Context: an optimization exercise on an open-source flow, tuned for small area, a short achievable clock period and few clock cycles per item. The choices shown serve that exercise and are no tape-out recipe. In this exercise RTL edits were held to simulation tests only and were not proved equivalent to the original. No activity file was given, so power comes from the tool's default toggle rates.

exp/pepper:
Design priority_semaphore_bank_top, start of the top module:
module priority_semaphore_bank_top (
    input  logic         aclk,
    input  logic         aresetn,
    input  logic         s_tvalid,
    output logic         s_tready,
    input  logic [47:0]  s_tdata,
    output logic         m_tvalid,
    input  logic         m_tready,
    output logic [15:0]  m_tdata,
    input  logic         cfg_valid,
    output logic         cfg_ready,
    input  logic [0:0]   cfg_index,
    input  logic [63:0]  cfg_data
);
Size in the first run: about 520 flip-flops, ~140 I/O pins.
export LEC_CHECK = 0
export CAP_MARGIN = 20
export CORE_MARGIN = 2
export CORE_UTILIZATION = 40
export CTS_BUF_LIST = sky130_fd_sc_hd__clkbuf_8
export CTS_CLUSTER_DIAMETER = 80
export CTS_CLUSTER_SIZE = 16
export SETUP_SLACK_MARGIN = 2.5
export SLEW_MARGIN = 20
create_clock -name core_clock -period 5.0 [get_ports {aclk}]
standard.sh (not shown) runs the stock make flow with config.mk's settings and CLKGATE_MAP_FILE= SYNTH_SCRIPT=/design/flow/synth_recipe.tcl, a recipe that flattens the netlist after the stock synthesis.
==> flow/flow/run.sh <==
#!/bin/bash
# Own layout flow: the standard ORFS flow (standard.sh, unchanged synthesis
# script and registers), with two settings added on the make command line:
#  - slow OR / NOR3 / NOR4 cells marked don't-use (on top of the platform's
#    list), so synthesis and repair build the logic from faster gates;
#  - port buffers use sky130_fd_sc_hd__buf_2.
# The make output goes to standard.log in the work folder; ORFS writes each
# tool's log under orfs/logs/.
set -euo pipefail
cd "$(dirname "$0")/.."

PLATFORM_DONT_USE="$(sed -n '/^export DONT_USE_CELLS += /,/^#/p' "$FLOW_HOME/platforms/sky130hd/config.mk" \
  | sed -e 's/export DONT_USE_CELLS += //' -e 's/\\//g' -e 's/^#.*//' | tr -s ' \n' ' ')"

EXTRA=""
for c in or2_0 or2_1 or2_2 or2_4 or2b_1 or2b_2 or2b_4 \
         or3_1 or3_2 or3_4 or3b_1 or3b_2 or3b_4 \
         or4_1 or4_2 or4_4 or4b_1 or4b_2 or4b_4 or4bb_1 or4bb_2 or4bb_4 \
         nor3_1 nor3_2 nor3_4 nor3b_1 nor3b_2 nor3b_4 \
         nor4_1 nor4_2 nor4_4 nor4b_1 nor4b_2 nor4b_4 nor4bb_1 nor4bb_2 nor4bb_4; do
  EXTRA="$EXTRA sky130_fd_sc_hd__$c"
done

echo "DONT_USE_CELLS=$PLATFORM_DONT_USE $EXTRA" > dont_use.txt
bash standard.sh "DONT_USE_CELLS=$PLATFORM_DONT_USE $EXTRA" \
  "BUFFER_PORTS_ARGS=-buffer_cell sky130_fd_sc_hd__buf_2" finish > standard.log 2>&1
Testbench counts of exp/pepper, summed over its fixed seeds: cycles 19,296, items 19,200.
Here is what was changed in the inputs of exp/lagoon compared with exp/pepper.
Settings: clearing CTS_CLUSTER_DIAMETER, which used to be 80; clearing CTS_BUF_LIST, which used to be sky130_fd_sc_hd__clkbuf_8; clearing CTS_CLUSTER_SIZE, which used to be 16.
==> flow/run.sh (new file) <==
#!/bin/bash
# synth_recipe.tcl (not shown) runs the flow's synth.tcl, then flattens the netlist and writes it again
# the make line also repeats each setting of config.mk as NAME=value (left out here)
make -C /OpenROAD-flow-scripts/flow DESIGN_CONFIG=/design/flow/config.mk WORK_HOME=/design/flow/orfs CLKGATE_MAP_FILE= SYNTH_SCRIPT=/design/flow/synth_recipe.tcl finish
removed: flow/flow/run.sh
removed: flow/standard.sh
Results
exp/lagoon vs. exp/pepper: flop-to-flop setup slack increased by 0.03 ns relative to the old numbers, worst-case setup margin in the final layout shows an increase of 0.029 ns, wire length went up by 0.94%.
Per the comparison of exp/lagoon with exp/pepper, number of placed instances with taps included -about 2.6%, design area +1800 µm².
Relative to exp/pepper, the via count of exp/lagoon is lower by about 1.2%.
The inputs of exp/delta differ from those of exp/lagoon as listed below.
Settings: an added CTS_BUF_LIST of sky130_fd_sc_hd__clkbuf_8; an added CTS_CLUSTER_DIAMETER of 80; an added CTS_CLUSTER_SIZE of 16.
### Flow results
The switching power share of the total in exp/delta was higher than what exp/lagoon gave. Number of fill cells in the layout was higher in the run labelled exp/delta. Summary — met3 usage, exp/delta relative to exp/lagoon: lower, by 0.19 points. exp/delta against exp/lagoon: final core utilization decreased 1.8 points; share of power burned in the clock network decreased 12 points; fraction of area in multi-input gates increased 1.0 points; clock-buffer cell count decreased 30. The estimated power of exp/delta ends up lower than the estimate for exp/lagoon.
The following lists how exp/garnet was set up differently from exp/delta:
Settings: changing SETUP_SLACK_MARGIN from 2.5 to 2.65.
--- outcome ---
exp/garnet reached the end of the flow, and the finished layout is clean on the timing, DRC and antenna checks. Comparing exp/delta and exp/garnet, the lower sequential share of power was measured on exp/garnet. exp/garnet vs exp/delta: average wire length per cell after detail routing up. exp/garnet vs exp/delta — cell count climbed slightly.
Inputs modified between exp/garnet and exp/willow:
Settings: CTS_CLUSTER_DIAMETER no longer set, was 80; SETUP_SLACK_MARGIN now 2.2, was 2.65; CTS_BUF_LIST no longer set, was sky130_fd_sc_hd__clkbuf_8; CTS_CLUSTER_SIZE no longer set, was 16.
--- outcome ---
Relative to exp/garnet, the number of buffers created by CTS measured on exp/willow has increased by more than a quarter.
Diff exp/willow and exp/garnet: number of antenna violations at the first check in global routing higher in exp/garnet
exp/willow vs. exp/garnet: register-to-register slack went down by 0.20 ns.
Compare exp/willow and exp/garnet | met1 routed wirelength after detailed routing lower: exp/willow
Delta (exp/willow minus exp/garnet): deepest clock path buffer count saw little to no change, final critical path time including I/O delays and setup rose 0.35 ns, clock-pin slew on the worst setup and hold paths decreased 0.05 ns.
Looking at logic depth of the worst path, buffers included, exp/willow sits below exp/garnet.

priority_semaphore_bank_top again, from the RTL that the note above started with.
Settings: LEC_CHECK=0, CAP_MARGIN=20, CORE_MARGIN=2, CORE_UTILIZATION=40, SETUP_SLACK_MARGIN=2.5, SLEW_MARGIN=20; clock period 5.0 ns.
==> flow/flow/run.sh <==
#!/bin/bash
# Own layout flow: the standard ORFS flow (standard.sh, unchanged synthesis
# script and registers), with two settings added on the make command line:
#  - slow OR / NOR3 / NOR4 cells marked don't-use (on top of the platform's
#    list), so synthesis and repair build the logic from faster gates;
#  - port buffers use sky130_fd_sc_hd__buf_2.
# The make output goes to standard.log in the work folder; ORFS writes each
# tool's log under orfs/logs/.
set -euo pipefail
cd "$(dirname "$0")/.."

PLATFORM_DONT_USE="$(sed -n '/^export DONT_USE_CELLS += /,/^#/p' "$FLOW_HOME/platforms/sky130hd/config.mk" \
  | sed -e 's/export DONT_USE_CELLS += //' -e 's/\\//g' -e 's/^#.*//' | tr -s ' \n' ' ')"

EXTRA=""
for c in or2_0 or2_1 or2_2 or2_4 or2b_1 or2b_2 or2b_4 \
         or3_1 or3_2 or3_4 or3b_1 or3b_2 or3b_4 \
         or4_1 or4_2 or4_4 or4b_1 or4b_2 or4b_4 or4bb_1 or4bb_2 or4bb_4 \
         nor3_1 nor3_2 nor3_4 nor3b_1 nor3b_2 nor3b_4 \
         nor4_1 nor4_2 nor4_4 nor4b_1 nor4b_2 nor4b_4 nor4bb_1 nor4bb_2 nor4bb_4; do
  EXTRA="$EXTRA sky130_fd_sc_hd__$c"
done

echo "DONT_USE_CELLS=$PLATFORM_DONT_USE $EXTRA" > dont_use.txt
bash standard.sh "DONT_USE_CELLS=$PLATFORM_DONT_USE $EXTRA" \
  "BUFFER_PORTS_ARGS=-buffer_cell sky130_fd_sc_hd__buf_2" finish > standard.log 2>&1
Testbench counts at the start, summed over its fixed seeds: cycles 19,296, items 19,200.
Edit:
==> flow/run.sh (new file) <==
#!/bin/bash
# synth_recipe.tcl (not shown) runs the flow's synth.tcl, then flattens the netlist and writes it again
# the make line also repeats each setting of config.mk as NAME=value (left out here)
make -C /OpenROAD-flow-scripts/flow DESIGN_CONFIG=/design/flow/config.mk WORK_HOME=/design/flow/orfs CLKGATE_MAP_FILE= SYNTH_SCRIPT=/design/flow/synth_recipe.tcl finish
Settings changed: SETUP_SLACK_MARGIN 2.5 to 2.8.
removed: flow/flow/run.sh
removed: flow/standard.sh
After rerunning: The new run ran to the end with no violations; count of clock-buffer cells in the layout goes up by 9; routed wire length goes up by 16%; cell count goes up by 2.2%; register-to-register slack improved by 20 ps; final area goes up by 10%.
Edit:
Settings changed: CORE_UTILIZATION 40 to 55, SETUP_SLACK_MARGIN 2.8 to 2.5.
Effect: Setup slack improved by 17 ps; design area went down by 7.1%; critical path depth came out lower by 2; count of clock-buffer cells in the layout decreases by 10.
Edit:
Settings changed: CORE_UTILIZATION 55 to 40, CTS_BUF_LIST from default to sky130_fd_sc_hd__clkbuf_8, CTS_CLUSTER_DIAMETER from default to 80, CTS_CLUSTER_SIZE from default to 16, SETUP_SLACK_MARGIN 2.5 to 2.35.
The new run produced a clean layout.
Final area shrinks by 4.2%.
Via count fell by 2.2%.
Wire length is higher by 2.7%.
Register-to-register slack loses 70 ps.
Sequential power goes up by about 0.8%.
Combinational power shrinks by about 6%.
Count of clock-buffer cells in the layout goes down by 33.
Power went down by 16%.

## amber
Another version of the RTL of priority_semaphore_bank_top (not shown whole).
Size: about 140 I/O pins.
Design priority_semaphore_bank_top, start of the top module:
module priority_semaphore_bank_top (
    input  logic         aclk,
    input  logic         aresetn,
    input  logic         s_tvalid,
    output logic         s_tready,
    input  logic [47:0]  s_tdata,
    output logic         m_tvalid,
    input  logic         m_tready,
    output logic [15:0]  m_tdata,
    input  logic         cfg_valid,
    output logic         cfg_ready,
    input  logic [0:0]   cfg_index,
    input  logic [63:0]  cfg_data
);
clock: 5.0 ns
lec_check: 0
cap_margin: 20
core_margin: 2
core_utilization: 40
cts_buf_list: sky130_fd_sc_hd__clkbuf_8
cts_cluster_diameter: 80
cts_cluster_size: 16
setup_slack_margin: 2.7
slew_margin: 20
==> flow/flow/run.sh <==
#!/bin/bash
# Own layout flow: the standard ORFS flow (standard.sh: the unchanged
# synthesis script and registers, the design's clock and constraints), with
# two settings added on the make command line:
#  - the slow OR3 / OR4 cells are marked don't-use, on top of the platform's
#    own list, so synthesis and repair build wide ORs from faster gates;
#  - the port buffers that buffer_ports inserts on every input and output are
#    sky130_fd_sc_hd__buf_2.
# make's output goes to standard.log in the work folder; ORFS writes each
# step's tool log under orfs/logs/.
set -euo pipefail
cd "$(dirname "$0")/.."

PLATFORM_DONT_USE="$(sed -n '/^export DONT_USE_CELLS += /,/^#/p' "$FLOW_HOME/platforms/sky130hd/config.mk" \
  | sed -e 's/export DONT_USE_CELLS += //' -e 's/\\//g' -e 's/^#.*//' | tr -s ' \n' ' ')"

EXTRA=""
for c in or3_1 or3_2 or3_4 or3b_1 or3b_2 or3b_4 \
         or4_1 or4_2 or4_4 or4b_1 or4b_2 or4b_4 or4bb_1 or4bb_2 or4bb_4; do
  EXTRA="$EXTRA sky130_fd_sc_hd__$c"
done

echo "DONT_USE_CELLS=$PLATFORM_DONT_USE $EXTRA" > dont_use.txt
bash standard.sh "DONT_USE_CELLS=$PLATFORM_DONT_USE $EXTRA" \
  "BUFFER_PORTS_ARGS=-buffer_cell sky130_fd_sc_hd__buf_2" finish > standard.log 2>&1
Testbench counts of amber, summed over its fixed seeds: cycles 19,296, items 19,200.
## Diff of input files: yarrow against amber
--- a/flow/flow/run.sh
+++ b/flow/flow/run.sh
@@ -3,5 +3,5 @@
 # synthesis script and registers, the design's clock and constraints), with
 # two settings added on the make command line:
-#  - the slow OR3 / OR4 cells are marked don't-use, on top of the platform's
+#  - the slow OR3 / OR4 / AND4 / MUX4 cells are marked don't-use, on top of the platform's
 #    own list, so synthesis and repair build wide ORs from faster gates;
 #  - the port buffers that buffer_ports inserts on every input and output are
@@ -17,5 +17,6 @@
 EXTRA=""
 for c in or3_1 or3_2 or3_4 or3b_1 or3b_2 or3b_4 \
-         or4_1 or4_2 or4_4 or4b_1 or4b_2 or4b_4 or4bb_1 or4bb_2 or4bb_4; do
+         or4_1 or4_2 or4_4 or4b_1 or4b_2 or4b_4 or4bb_1 or4bb_2 or4bb_4 \
+         mux4_1 mux4_2 mux4_4 and4_1 and4_2 and4_4 and4b_1 and4b_2 and4b_4 and4bb_1 and4bb_2 and4bb_4; do
   EXTRA="$EXTRA sky130_fd_sc_hd__$c"
 done
### Flow results
- Between amber and yarrow, the clock edge transition at the registers on the reported setup and hold paths figures differ only marginally.
- yarrow ends up with a setup slack on the worst flop-to-flop path that is 0.08 ns lower than in amber.
- Status: initial core utilization parity (yarrow, amber)
- Status: area of all placed cells without fillers parity (amber, yarrow)
- Compared with amber, yarrow degrades shortest period the worst path allows.
- Compared amber against yarrow; clock power within noise.
- For die area, yarrow and amber come out practically identical.
- Arrival time at the worst endpoint came out higher on yarrow than on amber.
What cedar does differently from yarrow at the input level:
==> flow/flow/run.sh <==
#!/bin/bash
# Own layout flow: the standard ORFS flow (standard.sh: the unchanged
# synthesis script and registers, the design's clock and constraints), with
# one setting added on the make command line: the port buffers that
# buffer_ports inserts on every input and output are sky130_fd_sc_hd__buf_2.
# make's output goes to standard.log in the work folder; ORFS writes each
# step's tool log under orfs/logs/.
set -euo pipefail
cd "$(dirname "$0")/.."
bash standard.sh "BUFFER_PORTS_ARGS=-buffer_cell sky130_fd_sc_hd__buf_2" finish > standard.log 2>&1
--- a/flow/config.mk
+++ b/flow/config.mk
@@ -12,4 +12,4 @@
 export CTS_CLUSTER_DIAMETER = 80
 export CTS_CLUSTER_SIZE = 16
-export SETUP_SLACK_MARGIN = 2.7
+export SETUP_SLACK_MARGIN = 2.5
 export SLEW_MARGIN = 20
==> run summary <==
[compare] base=yarrow new=cedar: placed instance area barely changed, worst setup slack dropped 0.083 ns, sequential power barely changed, global-route usage dropped 1.3 points, share of cells above drive strength 1 dropped 1.7 points.

==> separate check: timing with driven ports <==
In the flow no input, the clock included, has a driving cell. The finished layouts below were timed again as built, in two steps.
Step 1 (the two cells are an assumption about what drives the block):
set clk [get_ports {aclk}]
set_driving_cell -lib_cell sky130_fd_sc_hd__clkbuf_16 $clk
set_driving_cell -lib_cell sky130_fd_sc_hd__buf_2 [delete_from_list [all_inputs] $clk]
Step 2 also shifts input and output timing later by t, the mid clock arrival at the registers, as if the neighbouring blocks saw the same clock.
Three values: ideal ports, drivers, drivers and shift; two values: the first two.
| run | shift t [ns] | slack for setup (ns) | hold WS [ns] | clock arrival spread, ns | pins driven straight from the clock port |
|---|---|---|---|---|---|
| exp/pepper | 0.683 | 2.405 / 2.405 / 1.878 | 0.435 / 0.435 / 0.435 | 0.042 / 0.042 | 1 |
| exp/lagoon | 0.651 | 2.434 / 2.434 / 2.139 | 0.415 / 0.415 / 0.415 | 0.022 / 0.021 | 1 |
| exp/delta | 0.685 | 2.427 / 2.427 / 1.854 | 0.426 / 0.426 / 0.426 | 0.046 / 0.046 | 1 |
| exp/garnet | 0.684 | 2.438 / 2.438 / 1.995 | 0.432 / 0.432 / 0.432 | 0.039 / 0.038 | 1 |
| exp/willow | 0.647 | 2.087 / 2.122 / 1.475 | 0.421 / 0.421 / 0.421 | 0.023 / 0.022 | 1 |
| the first run of note 2 | 0.651 | 2.402 / 2.402 / 1.942 | 0.423 / 0.423 / 0.423 | 0.021 / 0.021 | 1 |
| the second run of note 2 | 0.655 | 2.421 / 2.421 / 2.119 | 0.416 / 0.416 / 0.416 | 0.019 / 0.019 | 1 |
| the third run of note 2 | 0.647 | 2.438 / 2.438 / 2.024 | 0.417 / 0.417 / 0.417 | 0.031 / 0.031 | 1 |
| the fourth run of note 2 | 0.681 | 2.369 / 2.369 / 1.718 | 0.431 / 0.431 / 0.431 | 0.036 / 0.036 | 1 |
| amber | 0.679 | 2.672 / 2.672 / 2.186 | 0.441 / 0.441 / 0.441 | 0.038 / 0.037 | 1 |
| yarrow | 0.675 | 2.597 / 2.597 / 2.033 | 0.428 / 0.428 / 0.428 | 0.024 / 0.024 | 1 |
| cedar | 0.679 | 2.514 / 2.514 / 1.936 | 0.426 / 0.426 / 0.426 | 0.031 / 0.031 | 1 |
After both steps setup and hold are still met in every run listed. The setup slack of the fourth run of note 2, which loses most, moves by 0.000 ns with the drivers and by -0.651 ns with both steps.
